Background: an optimization exercise with open tools, aiming at small area, a short achievable clock period and few clock cycles. Do not read the settings as production practice.
No activity file was given, so power comes from the tool's default toggle rates.

rev 12:
==> flow/design.v <==
`default_nettype none
package framing_pkg;
  localparam logic [7:0] start_byte  = 8'h7D;
  localparam logic [7:0] stop_byte   = 8'h7E;
  localparam logic [7:0] escape_byte = 8'h7F;
endpackage
`default_nettype wire
`timescale 1ns/1ps
`default_nettype none
import framing_pkg::*;
module lf_nand2 (input logic a, b, output logic y);
  assign y = !(a && b);
endmodule
module lf_nor2 (input logic a, b, output logic y);
  assign y = !(a || b);
endmodule
module lf_and2 (input logic a, b, output logic y);
  assign y = a && b;
endmodule
module lf_or2 (input logic a, b, output logic y);
  assign y = a || b;
endmodule
module lf_or2b (input logic a, bn, output logic y);
  assign y = a || !bn;
endmodule
module lf_nor2b (input logic a, bn, output logic y);
  assign y = !(a || !bn);
endmodule
module lf_nand4 (input logic a, b, c, d, output logic y);
  assign y = !(a && b && c && d);
endmodule
module lf_nand4b (input logic an, b, c, d, output logic y);
  assign y = !(!an && b && c && d);
endmodule
module lf_a21oi (input logic a1, a2, b1, output logic y);
  assign y = !((a1 && a2) || b1);
endmodule
module lf_o21ai (input logic a1, a2, b1, output logic y);
  assign y = !((a1 || a2) && b1);
endmodule
module lf_next (
  input  logic body,
  input  logic b,
  input  logic at_start,
  input  logic tvalid,
  input  logic tready,
  input  logic tlast,
  input  logic ready,
  output logic body_d,
  output logic b_d
);
  assign body_d = (at_start && tvalid && tready) || (body && !(tvalid && tlast && ready));
  assign b_d    = b ? (!tready || (body && (!tvalid || ready))) : (tvalid && tready);
endmodule
module link_framer_top (
  input  logic       aclk,
  input  logic       aresetn,
  input  logic       in_tvalid,
  output logic       in_tready,
  input  logic [7:0] in_tdata,
  input  logic       in_tlast,
  output logic       out_tvalid,
  input  logic       out_tready,
  output logic [7:0] out_tdata,
  output logic       out_tlast
);
  logic body;
  logic b;
  logic body_d;
  logic b_d;
  logic fresh;
  logic at_stop;
  logic at_start;
  lf_and2   u_fresh (.a(body), .b(b), .y(fresh));
  lf_nor2b  u_stop  (.a(body), .bn(b), .y(at_stop));
  lf_nor2   u_start (.a(body), .b(b), .y(at_start));
  logic hi_n;      
  logic esc1_n;    
  logic esc0_n;    
  logic keep1_n;   
  logic keep0_n;   
  logic esc;       
  logic go_n;      
  lf_nand4  u_hi    (.a(in_tdata[6]), .b(in_tdata[5]), .c(in_tdata[4]), .d(in_tdata[3]), .y(hi_n));
  lf_nand4b u_esc1  (.an(in_tdata[7]), .b(in_tdata[2]), .c(in_tdata[0]), .d(fresh), .y(esc1_n));
  lf_nand4b u_esc0  (.an(in_tdata[7]), .b(in_tdata[2]), .c(in_tdata[1]), .d(fresh), .y(esc0_n));
  lf_a21oi  u_keep1 (.a1(body), .a2(in_tdata[1]), .b1(at_stop), .y(keep1_n));
  lf_a21oi  u_keep0 (.a1(body), .a2(in_tdata[0]), .b1(at_start), .y(keep0_n));
  lf_o21ai  u_out1  (.a1(hi_n), .a2(esc1_n), .b1(keep1_n), .y(out_tdata[1]));
  lf_o21ai  u_out0  (.a1(hi_n), .a2(esc0_n), .b1(keep0_n), .y(out_tdata[0]));
  lf_a21oi  u_esc   (.a1(esc1_n), .a2(esc0_n), .b1(hi_n), .y(esc));
  lf_nand2  u_go    (.a(out_tready), .b(body), .y(go_n));
  lf_nor2   u_rdy   (.a(go_n), .b(esc), .y(in_tready));
  lf_and2   u_out7  (.a(body), .b(in_tdata[7]), .y(out_tdata[7]));
  for (genvar k = 2; k < 7; k++) begin : g_hi
    lf_or2b u_outk  (.a(in_tdata[k]), .bn(body), .y(out_tdata[k]));
  end
  lf_or2    u_valid (.a(in_tvalid), .b(at_stop), .y(out_tvalid));
  assign out_tlast = at_stop;
  lf_next u_next (
    .body     (body),
    .b        (b),
    .at_start (at_start),
    .tvalid   (in_tvalid),
    .tready   (out_tready),
    .tlast    (in_tlast),
    .ready    (in_tready),
    .body_d   (body_d),
    .b_d      (b_d)
  );
  always_ff @(posedge aclk or negedge aresetn) begin
    if (!aresetn) begin
      body <= 1'b0;
      b    <= 1'b0;
    end else begin
      body <= body_d;
      b    <= b_d;
    end
  end
endmodule
`default_nettype wire
Settings: LEC_CHECK=0, CAP_MARGIN=20, CORE_AREA=3 3 61 61, CTS_BUF_LIST=sky130_fd_sc_hd__clkbuf_1, DIE_AREA=0 0 64 64, SLEW_MARGIN=20, SYNTH_HIERARCHICAL=1, SYNTH_MINIMUM_KEEP_SIZE=0; clock period 4.5 ns.
standard.sh (not shown) runs the stock make flow with config.mk's settings and CLKGATE_MAP_FILE= SYNTH_SCRIPT=/design/flow/synth_recipe.tcl, a recipe that flattens the netlist after the stock synthesis.
==> flow/flow/run.sh <==
#!/bin/bash
# The standard layout (the standard.sh) with extra ORFS settings:
# BUFFER_PORTS_ARGS="-buffer_cell sky130_fd_sc_hd__buf_1" ABC_LOAD_IN_FF=3
# make's full output goes to standard.log; each ORFS step keeps its own log under orfs/logs.
set -euo pipefail
bash standard.sh BUFFER_PORTS_ARGS="-buffer_cell sky130_fd_sc_hd__buf_1" ABC_LOAD_IN_FF=3 finish > standard.log 2>&1
Inputs modified between rev 12 and rev 13:
--- a/flow/design.v
+++ b/flow/design.v
@@ -92,4 +92,6 @@
   lf_nand2  u_go    (.a(out_tready), .b(body), .y(go_n));
   lf_nor2   u_rdy   (.a(go_n), .b(esc), .y(in_tready));
+  logic ready_seq;
+  lf_nor2   u_rdys  (.a(go_n), .b(esc), .y(ready_seq));
   lf_and2   u_out7  (.a(body), .b(in_tdata[7]), .y(out_tdata[7]));
   for (genvar k = 2; k < 7; k++) begin : g_hi
@@ -105,5 +107,5 @@
     .tready   (out_tready),
     .tlast    (in_tlast),
-    .ready    (in_tready),
+    .ready    (ready_seq),
     .body_d   (body_d),
     .b_d      (b_d)
==> comparison <==
- Number of nets in the synthesized netlist in rev 13 is 1 higher than in rev 12
- Rev 13 against rev 12; synthesized cell count is up by a few percent.
- The lower total non-filler cell area in the finished layout came out of rev 12.
- Diff rev 12..rev 13 | effective utilization at floorplan | negligible
- Changes observed in rev 13 relative to rev 12: met3 layer wire length in the routed design went down, power level, post-route core utilization barely changed, final critical-path setup slack shows an increase of 30 ps, share of the synthesized area in compound gates (AO/OA/AOI/OAI) decreased 0.47 points.
- On combinational group share of total power, rev 12 and rev 13 are basically level.
- Row register-to-register slack: rev 13 higher / rev 12 lower
- [compare] base=rev 12 new=rev 13: fmax now larger, switching share of power comparable.
No functional check of the RTL was part of any run of this note.

==> afterwards: timing with drivers on the ports <==
In the flow no input, the clock included, has a driving cell. The finished layouts below were timed again as built, in two steps. Step 1: set_driving_cell puts a clkbuf_16 on aclk and a buf_2 on each other input, an assumption about the parent block. Step 2 also shifts input and output timing later by t, the mid clock arrival at the registers, as if the neighbouring blocks saw the same clock. Slacks: ideal ports / drivers / drivers and shift; pairs: ideal ports / drivers.
| run | t, ns | slack for setup (ns) | worst register clock-pin slew, ns |
|---|---|---|---|
| rev 12 | 0.211 | 1.955 / 1.932 / 1.932 | 0.05 / 0.05 |
| rev 13 | 0.217 | 1.986 / 1.965 / 1.965 | 0.05 / 0.05 |
After both steps setup and hold are still met in every run listed. The setup slack of rev 12, which loses most, moves by -0.023 ns with the drivers and by -0.023 ns with both steps.
